Context: an optimization exercise on an open-source flow, tuned for small area. The choices shown serve that exercise and are no tape-out recipe.
At most, simulation tests tie the RTL to the original design; equivalence was not proved.
Power is estimated from default activity; no workload was simulated.

Design decode_dispatch, start of the top module:
module decode_dispatch (
  input  logic                   clk,
  input  logic                   rst,
  input  logic                   roll_back,
  input  logic                   if_in_en,
  input  dispatch_pkg::addr_t    if_pc,
  input  dispatch_pkg::instr_t   if_instr,
  input  logic                   jump,
  input  logic                   rs1_busy,
  input  dispatch_pkg::rob_idx_t rs1_dep,
  input  dispatch_pkg::data_t    rs1_val,
  input  logic                   rs2_busy,
  input  dispatch_pkg::rob_idx_t rs2_dep,
  input  dispatch_pkg::data_t    rs2_val,
  input  logic                   cdb_en,
  input  dispatch_pkg::rob_idx_t cdb_rob_idx,
  input  dispatch_pkg::data_t    cdb_val,
  input  dispatch_pkg::rob_idx_t rob_idx_nxt,
  output logic                   stall_reset,
  output dispatch_pkg::addr_t    new_pc,
  output dispatch_pkg::rob_idx_t stall_rob_idx,
  output logic                   rf_en,
  output dispatch_pkg::reg_idx_t rf_dest,
  output dispatch_pkg::rob_idx_t rf_rob_idx,
  output logic                   rs_en,
  output dispatch_pkg::rs_op_t   rs_op_out,
  output dispatch_pkg::data_t    rs_vj,
  ...
Size: ~990 cells after synthesis, about 420 I/O pins.
==> flow/config.mk <==
export PLATFORM = sky130hd
export DESIGN_NAME = decode_dispatch
export DESIGN_NICKNAME = decode_dispatch
export VERILOG_FILES = /design/flow/design.v
export SDC_FILE = /design/flow/constraint.sdc
export NUM_CORES = 4
export LEC_CHECK = 0
export CAP_MARGIN = 0
export CORE_MARGIN = 2
export CORE_UTILIZATION = 65
export PLACE_DENSITY = 0.75
export SLEW_MARGIN = 0
export SYNTH_HIERARCHICAL = 1
export SYNTH_MINIMUM_KEEP_SIZE = 0
==> flow/constraint.sdc <==
create_clock -name core_clock -period 5.0 [get_ports {clk}]
set_input_delay 1.0000 -clock core_clock [delete_from_list [all_inputs] [get_ports {clk}]]
set_output_delay 1.0000 -clock core_clock [all_outputs]
set_load 0.01 [all_outputs]
standard.sh (not shown) runs the stock make flow with config.mk's settings and CLKGATE_MAP_FILE= SYNTH_SCRIPT=/design/flow/synth_recipe.tcl, a recipe that flattens the netlist after the stock synthesis.
==> flow/flow/run.sh <==
#!/bin/bash
# The standard ORFS layout (standard.sh, unchanged synthesis) with two
# settings passed through the environment:
#  - the port buffers use the smallest buffer cell (buf_1);
#  - the clock tree clusters up to 18 flip-flops per clkbuf_8 leaf buffer and
#    adds no dummy loads.
# make's output goes to standard.log; each ORFS step writes its own log under
# orfs/logs/.
export BUFFER_PORTS_ARGS="-buffer_cell sky130_fd_sc_hd__buf_1"
export CTS_ARGS="-sink_clustering_enable -repair_clock_nets -dont_use_dummy_load -sink_clustering_size 18 -sink_clustering_max_diameter 60 -buf_list {sky130_fd_sc_hd__clkbuf_8}"
bash standard.sh > standard.log 2>&1
The first run passed the timing, DRC and antenna checks.
Rerun with:
--- a/flow/design.v
+++ b/flow/design.v
@@ -388,34 +388,25 @@
   assign ld_alt_sum = ld_any && is_branch && !jump;
   assign kp_alt     = run && !(disp && is_branch);
   dispatch_pkg::addr_t    new_pc_d, rob_pc_d, rob_val_d, rob_alt_pc_d;
   dispatch_pkg::data_t    rs_vj_d, rs_vk_d;
   dispatch_pkg::rob_idx_t stall_rob_idx_d, rs_qj_d, rs_qk_d, rs_rob_idx_d;
   dispatch_pkg::rs_op_t   rs_op_d;
   dispatch_pkg::reg_idx_t rob_dest_d;
   logic                   rob_ready_d, rob_op_br_d, rob_jump_d, rs_qj_en_d, rs_qk_en_d;
-  ao222 #(.W(31)) u_new_pc (
-    .s0(ld_npc_p4), .d0(pc_plus4[31:1]), .s1(ld_npc_sum), .d1(sum[31:1]),
-    .s2(kp_npc), .d2(new_pc[31:1]), .y(new_pc_d[31:1]));
-  ao22_1 u_new_pc0 (
-    .s0(ld_npc_p4 || (ld_npc_sum && !is_jalr)), .d0(if_pc[0]),
-    .s1(kp_npc), .d1(new_pc[0]), .y(new_pc_d[0]));
-  ao222 #(.W(30)) u_rob_val (
-    .s0(ld_val_p4), .d0(pc_plus4[31:2]), .s1(ld_val_sum), .d1(sum[31:2]),
-    .s2(kp_val), .d2(rob_val[31:2]), .y(rob_val_d[31:2]));
-  ao22 #(.W(2)) u_rob_val_lo (
-    .s0(ld_val_p4 || (ld_val_sum && is_auipc)), .d0(if_pc[1:0]),
-    .s1(kp_val), .d1(rob_val[1:0]), .y(rob_val_d[1:0]));
-  ao222 #(.W(31)) u_rob_alt_pc (
-    .s0(ld_alt_p4), .d0(pc_plus4[31:1]), .s1(ld_alt_sum), .d1(sum[31:1]),
-    .s2(kp_alt), .d2(rob_alt_pc[31:1]), .y(rob_alt_pc_d[31:1]));
-  ao22_1 u_rob_alt_pc0 (
-    .s0(ld_alt_p4 || ld_alt_sum), .d0(if_pc[0]),
-    .s1(kp_alt), .d1(rob_alt_pc[0]), .y(rob_alt_pc_d[0]));
+  ao222 #(.W(32)) u_new_pc (
+    .s0(ld_npc_p4), .d0(pc_plus4), .s1(ld_npc_sum), .d1({sum[31:1], sum[0] && !is_jalr}),
+    .s2(kp_npc), .d2(new_pc), .y(new_pc_d));
+  ao222 #(.W(32)) u_rob_val (
+    .s0(ld_val_p4), .d0(pc_plus4), .s1(ld_val_sum), .d1(sum), .s2(kp_val), .d2(rob_val),
+    .y(rob_val_d));
+  ao222 #(.W(32)) u_rob_alt_pc (
+    .s0(ld_alt_p4), .d0(pc_plus4), .s1(ld_alt_sum), .d1(sum), .s2(kp_alt), .d2(rob_alt_pc),
+    .y(rob_alt_pc_d));
   ao22 #(.W(32)) u_rob_pc (
     .s0(ld_any), .d0(if_pc), .s1(kp_any), .d1(rob_pc), .y(rob_pc_d));
   ao22 #(.W(5)) u_rob_dest (
     .s0(ld_any), .d0(rd), .s1(kp_any), .d1(rob_dest), .y(rob_dest_d));
   ao22 #(.W(3)) u_rob_flags (
     .s0(ld_any), .d0({has_result, is_branch, is_branch && jump}),
     .s1(kp_any), .d1({rob_ready, rob_op_br, rob_jump}),
     .y({rob_ready_d, rob_op_br_d, rob_jump_d}));
Outcome: The new run ran to the end with no violations. Power is lower by 0.56%. Worst setup slack improved by 0.016 ns. Die area barely changes. First-iteration DRC count is lower by 9.4%. Utilization is lower by 0.11 points. Worst hold slack hardly moves. Wire length is higher by 2.7%. Area after synthesis is about the same. Cell area barely changes. Fmax is higher by 0.34%. Global-route usage is higher by 1.2 points. Via count is lower by 0.31%.
No functional check of the RTL was part of the first run of this note.

## what the ideal ports hide
The flow's constraints put no driver on any port. The routed layouts listed below were extracted and timed again, unchanged, in two steps. Step 1, drivers: a clkbuf_16 drives clk and a buf_2 each remaining input, both assumed. Step 2 adds t to the input delays and takes it off the output delays; t is the mean of the earliest and latest rising clock arrival at the registers after step 1. Input paths then give back, and output paths get back, about the clock's delay inside the block. Three values: ideal, step 1, step 2; two values: the first two.
run	shift t [ns]	setup slack, ns	worst hold slack (ns)	worst setup path at the end	pins driven straight from the clock port
the first run	0.560	0.437 / 0.427 / -0.134	0.481 / 0.481 / 0.481	input to register	1
the second run	0.558	0.453 / 0.467 / -0.091	0.479 / 0.479 / 0.479	input to register	1
With both steps, setup timing fails in the first run and the second run, where it was met with ideal ports. For the first run, which loses most, drivers alone change the setup slack by -0.010 ns; drivers and shift together by -0.571 ns.
